This design comes from an exercise in tuning for small area, a short achievable clock period and few clock cycles per item on the open sky130 flow, not from production work.
Only simulation tests tie the RTL to the original design; equivalence was not proved.

Design mdc_top, start of the top module:
module mdc_top (
    input  logic                        clk,
    input  logic                        rst_n,
    input  logic                        in_valid,
    input  logic [15-1:0]      in_data,
    input  logic [9-1:0] in_mode,
    output logic                        out_valid,
    output logic [207-1:0]       out_data
);
    localparam int EW = 11;    
    localparam int MW = 22;             
    localparam int AW = 34;             
    logic [4:0] t_q;
    logic [4:0] t_nx;
    logic       det3_q;
    logic       start;
    logic       mode_det3;
    assign start = in_valid && (t_q == 5'd0 || t_q >= 5'd16);
    localparam int NOV = 4;
    logic [NOV-1:0] ovn_q;
    logic           fin;
    logic [4:0]     t_p1, t_p2, t_p3;
    logic           fin1, fin2, fin3;
    logic           f1_q, f2_q, f2b_q, f3_q, f3b_q, f3c_q;
    assign t_p1 = t_q + 5'd1;
    assign t_p2 = t_q + 5'd2;
    assign t_p3 = t_q + 5'd3;
    assign fin  = det3_q ? (t_q  == 5'd17) : (t_q  == 5'd16);
    assign fin1 = det3_q ? (t_p1 == 5'd17) : (t_p1 == 5'd16);
    assign fin2 = det3_q ? (t_p2 == 5'd17) : (t_p2 == 5'd16);
    assign fin3 = det3_q ? (t_p3 == 5'd17) : (t_p3 == 5'd16);
    always_comb begin
        t_nx = t_q;
        if (start) begin
            t_nx = 5'd1;
        end else if (t_q != 5'd0 && t_q < 5'd16) begin
            if (in_valid) t_nx = t_q + 5'd1;
        end else if (t_q >= 5'd16 && t_q != 5'd20) begin
            t_nx = t_q + 5'd1;
        end
    end
    always_ff @(posedge clk or negedge rst_n) begin
        if (!rst_n) begin
            t_q       <= 5'd0;
            out_valid <= 1'b0;
            ovn_q     <= '1;
            {f1_q, f2_q, f2b_q, f3_q, f3b_q, f3c_q} <= '0;
        end else begin
            t_q       <= t_nx;
            out_valid <= fin;
            f1_q      <= fin1;
            f2_q      <= fin2;
            f2b_q     <= f2_q;
            f3_q      <= fin3;
  ...
Size: about 4,100 cells after synthesis, roughly 240 I/O pins, roughly 44,000 um^2 of cells after synthesis.
Settings: LEC_CHECK=0, CAP_MARGIN=20, CORE_MARGIN=2, CORE_UTILIZATION=40, SLEW_MARGIN=20, SYNTH_HIERARCHICAL=1, SYNTH_MINIMUM_KEEP_SIZE=0; clock period 20.0 ns.
standard.sh (not shown) runs the stock make flow with config.mk's settings and CLKGATE_MAP_FILE= SYNTH_SCRIPT=/design/flow/synth_recipe.tcl, a recipe that flattens the netlist after the stock synthesis.
==> flow/flow/run.sh <==
#!/bin/bash
# Standard synthesis and layout, with two changes to how the layout is
# made: the ports get plain buffers (buf_2) instead of the delay-cell
# buffers buffer_ports picks by default, and the resizer's setup repair
# aims at a tighter slack than the clock period alone asks for. Each
# tool's full output goes to a log file in this folder (ORFS keeps its
# per-step logs under orfs/logs as well).
set -euo pipefail
MARGIN=$(cat flow/margin.txt)
bash standard.sh SETUP_SLACK_MARGIN="$MARGIN" \
    BUFFER_PORTS_ARGS="-buffer_cell sky130_fd_sc_hd__buf_2" finish > flow_make.log 2>&1
==> flow/flow/margin.txt <==
14.25
The baseline went through all stages and came out clean.
Testbench counts at the start, summed over its fixed seeds: cycles 42,002, matrices 2,400.
Edit:
==> flow/flow/margin.txt (replaced) <==
14
Outcome: The new run went through all stages and came out clean; final cell count decreases by 2.5%; design area decreases by 5.2%; synthesized area stays the same; non-clock buffer count decreases by 144; die area stays the same; synthesized cell count does not change; via count decreases by 2.8%; sequential share of layout area increases by 1.4 points; routed wire length decreases by 3.7%; hold slack hardly moves.


Setup of the baseline:
Another version of the RTL of mdc_top (not shown whole).
Size: ~4000 cells after synthesis.
export LEC_CHECK = 0
export CAP_MARGIN = 20
export CORE_MARGIN = 2
export CORE_UTILIZATION = 40
export SLEW_MARGIN = 20
export SYNTH_HIERARCHICAL = 1
export SYNTH_MINIMUM_KEEP_SIZE = 0
create_clock -name core_clock -period 20.0 [get_ports {clk}]
==> flow/flow/margin.txt <==
13.5
Scripts as last shown in full above: flow/flow/run.sh
Testbench counts of the baseline, summed over its fixed seeds: cycles 42,002, matrices 2,400.
Input changes introduced in the candidate (baseline for comparison: the baseline):
==> flow/flow/margin.txt <==
14
## What came out
- Each of the runs, namely the candidate and the baseline, reached the end of the flow and came out clean.
- As far as fraction of standard cell area in multi-input logic is concerned, the candidate and the baseline perform about the same.
- Diff the candidate..the baseline | vertical die dimension | unchanged
- The candidate vs. the baseline: fmax rose by 7.3%; worst-case hold slack was more or less identical.


exp/ember:
Another version of the RTL of mdc_top (not shown whole).
Size in the first run: about 4000 cells after synthesis.
==> flow/config.mk <==
export PLATFORM = sky130hd
export DESIGN_NAME = mdc_top
export DESIGN_NICKNAME = mdc_top
export VERILOG_FILES = /design/flow/design.v
export SDC_FILE = /design/flow/constraint.sdc
export NUM_CORES = 4
export LEC_CHECK = 0
export CAP_MARGIN = 20
export CORE_MARGIN = 2
export CORE_UTILIZATION = 40
export SLEW_MARGIN = 20
export SYNTH_HIERARCHICAL = 1
export SYNTH_MINIMUM_KEEP_SIZE = 0
==> flow/constraint.sdc <==
create_clock -name core_clock -period 20.0 [get_ports {clk}]
set_input_delay 4.0000 -clock core_clock [delete_from_list [all_inputs] [get_ports {clk}]]
set_output_delay 4.0000 -clock core_clock [all_outputs]
set_load 0.01 [all_outputs]
==> flow/flow/run.sh <==
#!/bin/bash
# Standard synthesis and layout, with two changes to how the layout is
# made: the ports get plain buffers (buf_2) instead of the delay-cell
# buffers buffer_ports picks by default, and after floorplanning the
# resizer's setup repair aims at a tighter slack than the clock period
# alone asks for. Each tool's full output goes to a log file in this
# folder (ORFS keeps its per-step logs under orfs/logs as well).
set -euo pipefail
MARGIN=$(cat flow/margin.txt)
bash standard.sh synth floorplan > flow_make_floorplan.log 2>&1
bash standard.sh SETUP_SLACK_MARGIN="$MARGIN" \
    BUFFER_PORTS_ARGS="-buffer_cell sky130_fd_sc_hd__buf_2" finish > flow_make.log 2>&1
==> flow/flow/margin.txt <==
14
Testbench counts of exp/ember, summed over its fixed seeds: cycles 42,002, matrices 2,400.
Edits applied to the flow inputs when going from exp/ember to exp/tundra:
==> flow/flow/run.sh <==
#!/bin/bash
# Standard synthesis and layout, with two changes to how the layout is
# made: the ports get plain buffers (buf_2) instead of the delay-cell
# buffers buffer_ports picks by default, and the resizer's setup repair
# aims at a tighter slack than the clock period alone asks for. Each
# tool's full output goes to a log file in this folder (ORFS keeps its
# per-step logs under orfs/logs as well).
set -euo pipefail
MARGIN=$(cat flow/margin.txt)
bash standard.sh SETUP_SLACK_MARGIN="$MARGIN" \
    BUFFER_PORTS_ARGS="-buffer_cell sky130_fd_sc_hd__buf_2" finish > flow_make.log 2>&1
==> flow/flow/margin.txt <==
13.5
--- outcome ---
[exp/tundra] average wire per cell in the routed design fell 2.3% relative to exp/ember. Compared with exp/ember, exp/tundra shows a lower relative area change from synthesis to final layout. The via count of exp/tundra was superior to that of exp/ember. The higher required time of the critical path came out of exp/tundra. Re top-level port count: no difference whatsoever between exp/ember and exp/tundra. exp/ember has a higher routed wire length than exp/tundra.
Input changes introduced in exp/onyx (baseline for comparison: exp/tundra):
Settings: GPL_TIMING_DRIVEN now 1, previously not set; CORE_UTILIZATION now 65, was 40.
==> flow/flow/run.sh <==
#!/bin/bash
# Standard synthesis and layout, with the resizer's setup repair aimed at
# a tighter slack than the clock period alone asks for. Each tool's full
# output goes to a log file in this folder (ORFS keeps its per-step logs
# under orfs/logs as well).
set -euo pipefail
MARGIN=$(cat flow/margin.txt)
bash standard.sh SETUP_SLACK_MARGIN="$MARGIN" finish > flow_make.log 2>&1
==> comparison <==
exp/onyx ended up with a lower total clock buffers created by CTS than exp/tundra did. Number of DRC violations after detailed-routing iteration 0 (exp/tundra / exp/onyx): 0.76. Compared with exp/tundra, exp/onyx degrades worst hold slack. Against exp/tundra, exp/onyx reports a final wirelength that is higher. Area of all sequential standard cells: exp/onyx vs exp/tundra, no meaningful difference. Setup WNS exp/tundra -> exp/onyx: worse. Core outline area delta (exp/onyx − exp/tundra): favourable. NOTE: ratio of final minimum period to clock period in exp/onyx exceeds that of exp/tundra.
Here is what was changed in the inputs of exp/garnet compared with exp/onyx.
Settings: changing CORE_UTILIZATION from 65 to 40; removing GPL_TIMING_DRIVEN (formerly 1).
==> flow/flow/run.sh <==
#!/bin/bash
# Standard synthesis and layout, with two changes to how the layout is
# made: the ports get plain buffers (buf_2) instead of the delay-cell
# buffers buffer_ports picks by default, and the resizer's setup repair
# aims at a tighter slack than the clock period alone asks for. Each
# tool's full output goes to a log file in this folder (ORFS keeps its
# per-step logs under orfs/logs as well).
set -euo pipefail
MARGIN=$(cat flow/margin.txt)
bash standard.sh SETUP_SLACK_MARGIN="$MARGIN" \
    BUFFER_PORTS_ARGS="-buffer_cell sky130_fd_sc_hd__buf_2" finish > flow_make.log 2>&1
==> flow/flow/margin.txt <==
14
--- outcome ---
Changes observed in exp/garnet relative to exp/onyx: post-detailed-route DRC marker count saw little to no change, post-route fraction of the period consumed by the critical path saw a decrease.
In the metrics for exp/onyx and exp/garnet, the one carrying the higher area share of buffers outside the clock network is exp/garnet.
Looking at core utilization, exp/garnet sits 26 points lower than exp/onyx does.
exp/garnet against exp/onyx: clock skew stayed essentially flat, routed length per instance fell by 7.1%.
Worst hold slack across all endpoints (lower): exp/onyx
In exp/garnet, overall routing resource usage is lower than in exp/onyx.
The following lists how exp/sierra was set up differently from exp/garnet:
==> flow/flow/run.sh <==
#!/bin/bash
# Standard synthesis and layout, with the resizer's setup repair aimed at
# a tighter slack than the clock period alone asks for. Each tool's full
# output goes to a log file in this folder (ORFS keeps its per-step logs
# under orfs/logs as well).
set -euo pipefail
MARGIN=$(cat flow/margin.txt)
bash standard.sh SETUP_SLACK_MARGIN="$MARGIN" finish > flow_make.log 2>&1
==> flow/flow/margin.txt <==
13
Notes after the runs:
- The final layout from exp/sierra, which completed every stage, passed the timing, DRC and antenna checks at the end of the flow.
- exp/sierra vs. exp/garnet: area growth from synthesis to layout went down by 11 points.
- exp/sierra gives less final routed wirelength across all metal layers than exp/garnet did.
- Via count of the routed design for exp/sierra is lower than for exp/garnet.
- Against exp/garnet, the final cell area of exp/sierra is lower.
- Compared with exp/garnet, exp/sierra shows a lower utilization.
- Compared with exp/garnet, exp/sierra shows a number of cells on the worst reg-to-reg path that is 5 lower.
Edits applied to the flow inputs when going from exp/sierra to exp/zinc:
==> flow/flow/run.sh <==
#!/bin/bash
# Standard synthesis and layout, with two changes to how the layout is
# made: the ports get plain buffers (buf_2) instead of the delay-cell
# buffers buffer_ports picks by default, and the resizer's setup repair
# aims at a tighter slack than the clock period alone asks for. Each
# tool's full output goes to a log file in this folder (ORFS keeps its
# per-step logs under orfs/logs as well).
set -euo pipefail
MARGIN=$(cat flow/margin.txt)
bash standard.sh SETUP_SLACK_MARGIN="$MARGIN" \
    BUFFER_PORTS_ARGS="-buffer_cell sky130_fd_sc_hd__buf_2" finish > flow_make.log 2>&1
## What came out
Taking exp/sierra as the reference, in exp/zinc final period demand of the worst path increased by 98 ps relative to the old numbers; first-pass GRT wire length decreased by 1600 um relative to the old numbers; count of clock-buffer cells in the layout increased by about 5% relative to the old numbers. As far as flip-flop and latch count goes, exp/zinc and exp/sierra are indistinguishable; the numbers are identical. Sort exp/zinc and exp/sierra by TritonCTS buffer count desc -> top: exp/sierra. Compared with exp/sierra, exp/zinc shows a met3 global-route usage that is 1.1 points lower. Measured against exp/zinc, the count of cells resized by post-cts repair of exp/sierra comes out at 0.941 times the reference value. [exp/zinc] setup slack of the critical path after layout fell 98 ps relative to exp/sierra.


Setup of JK:
mdc_top, a different RTL version from the one above (not shown whole).
For scale: roughly 3900 cells after synthesis, about 240 I/O pins, ~0.044 mm² of cells after synthesis.
clock: 20.0 ns
lec_check: 0
cap_margin: 20
core_margin: 2
core_utilization: 40
slew_margin: 20
synth_hierarchical: 1
synth_minimum_keep_size: 0
==> flow/flow/run.sh <==
#!/bin/bash
# Standard synthesis and layout, with two changes to how the layout is
# made: the ports get plain buffers (buf_2) instead of the delay-cell
# buffers buffer_ports picks by default, and the resizer's setup repair
# aims at a tighter slack than the clock period alone asks for. Each
# tool's full output goes to a log file in this folder (ORFS keeps its
# per-step logs under orfs/logs as well).
set -euo pipefail
MARGIN=$(cat flow/margin.txt)
bash standard.sh SETUP_SLACK_MARGIN="$MARGIN" \
    BUFFER_PORTS_ARGS="-buffer_cell sky130_fd_sc_hd__buf_2" finish > flow_make.log 2>&1
==> flow/flow/margin.txt <==
14.25
JK did not stop at any stage, and its layout met the timing, DRC and antenna checks.
Testbench counts of JK, summed over its fixed seeds: cycles 42,002, matrices 2,400.
Relative to JK, the following input files were edited for MS:
==> flow/flow/margin.txt <==
14
## What came out
Vias: MS fewer than JK
Compared JK against MS; number of DRC markers after the initial detailed-route iteration within noise.
Sort JK and MS by total wire length asc -> top: MS
Compared to JK, MS shows a narrower setup margin.
MS went all the way through the flow, and no timing, DRC or antenna check failed.
JK: full flow OK, the timing, DRC and antenna checks passed
Overall fraction of global-route tracks in use: MS vs JK, no meaningful difference
The final cell area excluding filler cells number comes out lower for MS vs JK.
End point of the critical path: out_data[169] -> JK, res_q[73] -> MS


purple:
mdc_top, a different RTL version from the one above (not shown whole).
For scale: ~4000 cells after synthesis, roughly 45000 sq um of cells after synthesis.
clock: 20.0 ns
lec_check: 0
cap_margin: 20
core_margin: 2
core_utilization: 55
slew_margin: 20
synth_hierarchical: 1
synth_minimum_keep_size: 0
==> flow/flow/margin.txt <==
14
Scripts as last shown in full above: flow/flow/run.sh
Testbench counts of purple, summed over its fixed seeds: cycles 42,002, matrices 2,400.
The inputs of green differ from those of purple as listed below.
- CORE_UTILIZATION changed from 55 to 40
--- outcome ---
- Compared with purple, in green wire length of the first global-routing pass picked up an extra 0.40%; average wire per standard cell lost about 9%; final-layout worst hold slack lost 0.0066 ns.
- Slew at the pin closest to its max-slew limit, green and purple: smaller value in purple
- Against purple, the final cell area of green is higher.


## old
mdc_top again, from the RTL that the note above started with.
clock: 20.0 ns
lec_check: 0
cap_margin: 20
core_margin: 2
core_utilization: 55
gpl_timing_driven: 1
slew_margin: 20
synth_hierarchical: 1
synth_minimum_keep_size: 0
Scripts as last shown in full above: flow/flow/run.sh, flow/flow/margin.txt
Testbench counts of old, summed over its fixed seeds: cycles 42,002, matrices 2,400.
#### Input delta (new over old)
Settings: a deleted GPL_TIMING_DRIVEN that had been 1; a change of CORE_UTILIZATION from 55 to 40.
==> flow/flow/margin.txt <==
14.5
Results
Compared with old, in new HPWL reported at the end of detailed placement dropped 4300 um, setup slack of the critical path after layout now sits higher, top achievable clock speed shows an increase of 4.1%.
In new relative to old, aggregate routed wire length had gone up by a few percent.
The run showing the greater final design instance area without fill is new.
Note that the met2 layer wire length in the routed design recorded for old amounts to 0.947 times the value seen in new.


== job 2684 ==
Another version of the RTL of mdc_top (not shown whole).
For scale: about 4,000 cells after synthesis, about 240 I/O pins, about 46,000 sq um of cells after synthesis.
==> flow/config.mk <==
export PLATFORM = sky130hd
export DESIGN_NAME = mdc_top
export DESIGN_NICKNAME = mdc_top
export VERILOG_FILES = /design/flow/design.v
export SDC_FILE = /design/flow/constraint.sdc
export NUM_CORES = 4
export LEC_CHECK = 0
export CAP_MARGIN = 20
export CORE_MARGIN = 2
export CORE_UTILIZATION = 40
export SLEW_MARGIN = 20
export SYNTH_HIERARCHICAL = 1
export SYNTH_MINIMUM_KEEP_SIZE = 0
==> flow/constraint.sdc <==
create_clock -name core_clock -period 20.0 [get_ports {clk}]
set_input_delay 4.0000 -clock core_clock [delete_from_list [all_inputs] [get_ports {clk}]]
set_output_delay 4.0000 -clock core_clock [all_outputs]
set_load 0.01 [all_outputs]
run.sh (not shown) runs the stock make flow with config.mk's settings and CLKGATE_MAP_FILE= SYNTH_SCRIPT=/design/flow/synth_recipe.tcl, a recipe that flattens the netlist after the stock synthesis.
Stock flow here: none of the scripts above is used.
Testbench counts of job 2684, summed over its fixed seeds: cycles 42,002, matrices 2,400.
--- input diff job 2684..job 1519 ---
==> flow/flow/run.sh (new file) <==
#!/bin/bash
# Standard synthesis and layout, with the resizer's setup repair aimed at
# a tighter slack than the clock period alone asks for. Each tool's full
# output goes to a log file in this folder (ORFS keeps its per-step logs
# under orfs/logs as well).
set -euo pipefail
MARGIN=$(cat flow/margin.txt)
bash standard.sh SETUP_SLACK_MARGIN="$MARGIN" finish > flow_make.log 2>&1
==> flow/flow/margin.txt (new file) <==
15
==> flow/standard.sh (new file) <==
#!/bin/bash
# synth_recipe.tcl (not shown) runs the flow's synth.tcl, then flattens the netlist and writes it again
# the make line also repeats each setting of config.mk as NAME=value (left out here)
make -C /OpenROAD-flow-scripts/flow DESIGN_CONFIG=/design/flow/config.mk WORK_HOME=/design/flow/orfs CLKGATE_MAP_FILE= SYNTH_SCRIPT=/design/flow/synth_recipe.tcl "${@:-finish}"
removed: flow/run.sh
Compared with job 2684, job 1519 shows a via density per instance that is 2.5% higher.
Comparing worst path required time for job 2684 and job 1519, the smaller number came from job 2684.
Looking at overall routed net length, job 1519 sits 24 mm higher than job 2684 does.
Job 1519 against job 2684: headroom to the max-slew limit -1.8 points; worst setup slack up 1150 ps.
Modified inputs, job 3678 compared to job 1519
==> flow/flow/margin.txt <==
14
## What came out
Changes observed in job 3678 relative to job 1519: logic depth of the worst path, buffers included now sits higher; final net count went down by 3.7%.
Between job 1519 and job 3678, the cell count went down.
Sequential share of layout area: job 3678 > job 1519
As of job 3678, number of global-route vias before repair had fallen by a few percent compared to job 1519.
Taking job 1519 as the reference, in job 3678 detail-routed net length per standard cell decreased 0.25 um; post-detailed-route via-to-cell ratio essentially unchanged.

[what the ideal ports hide]
In the flow no input, the clock included, has a driving cell. The finished layouts below were timed again as built, in two steps. Step 1 assumes that a clkbuf_16 drives the clock port and a buf_2 every other input. Step 2 adds t to the input delays and takes it off the output delays; t is the mean of the earliest and latest rising clock arrival at the registers after step 1. Input paths then give back, and output paths get back, about the clock's delay inside the block. Three values: ideal, step 1, step 2; two values: the first two.
run	t, ns	setup WS [ns]	worst setup path at the end
the first run of note 1	0.706	14.151 / 14.075 / 13.519	input to register
the second run of note 1	0.689	14.049 / 13.977 / 13.356	input to register
the baseline	0.744	13.630 / 13.564 / 13.075	input to register
the candidate	0.748	14.062 / 14.000 / 13.324	input to register
exp/ember	0.722	13.541 / 13.541 / 13.541	register to register
exp/tundra	0.716	13.552 / 13.552 / 13.552	register to register
exp/onyx	0.693	13.502 / 13.470 / 13.502	register to register
exp/garnet	0.693	13.633 / 13.633 / 13.633	register to register
exp/sierra	0.720	13.218 / 13.145 / 13.223	register to register
exp/zinc	0.718	13.119 / 13.119 / 13.119	register to register
JK	0.720	14.242 / 14.169 / 13.597	input to register
MS	0.714	14.138 / 14.082 / 13.489	input to register
purple	0.708	14.077 / 14.018 / 13.416	input to register
green	0.718	14.085 / 14.019 / 13.549	input to register
old	0.708	14.077 / 14.018 / 13.416	input to register
new	0.728	14.311 / 14.244 / 13.716	input to register
job 2684	0.691	12.421 / 12.421 / 12.421	register to register
job 1519	0.687	13.576 / 13.576 / 13.576	register to register
job 3678	0.696	13.696 / 13.696 / 13.428	input to register
After both steps every run listed still meets setup and hold. The setup slack of the candidate, which loses most, moves by -0.062 ns with the drivers and by -0.738 ns with both steps.
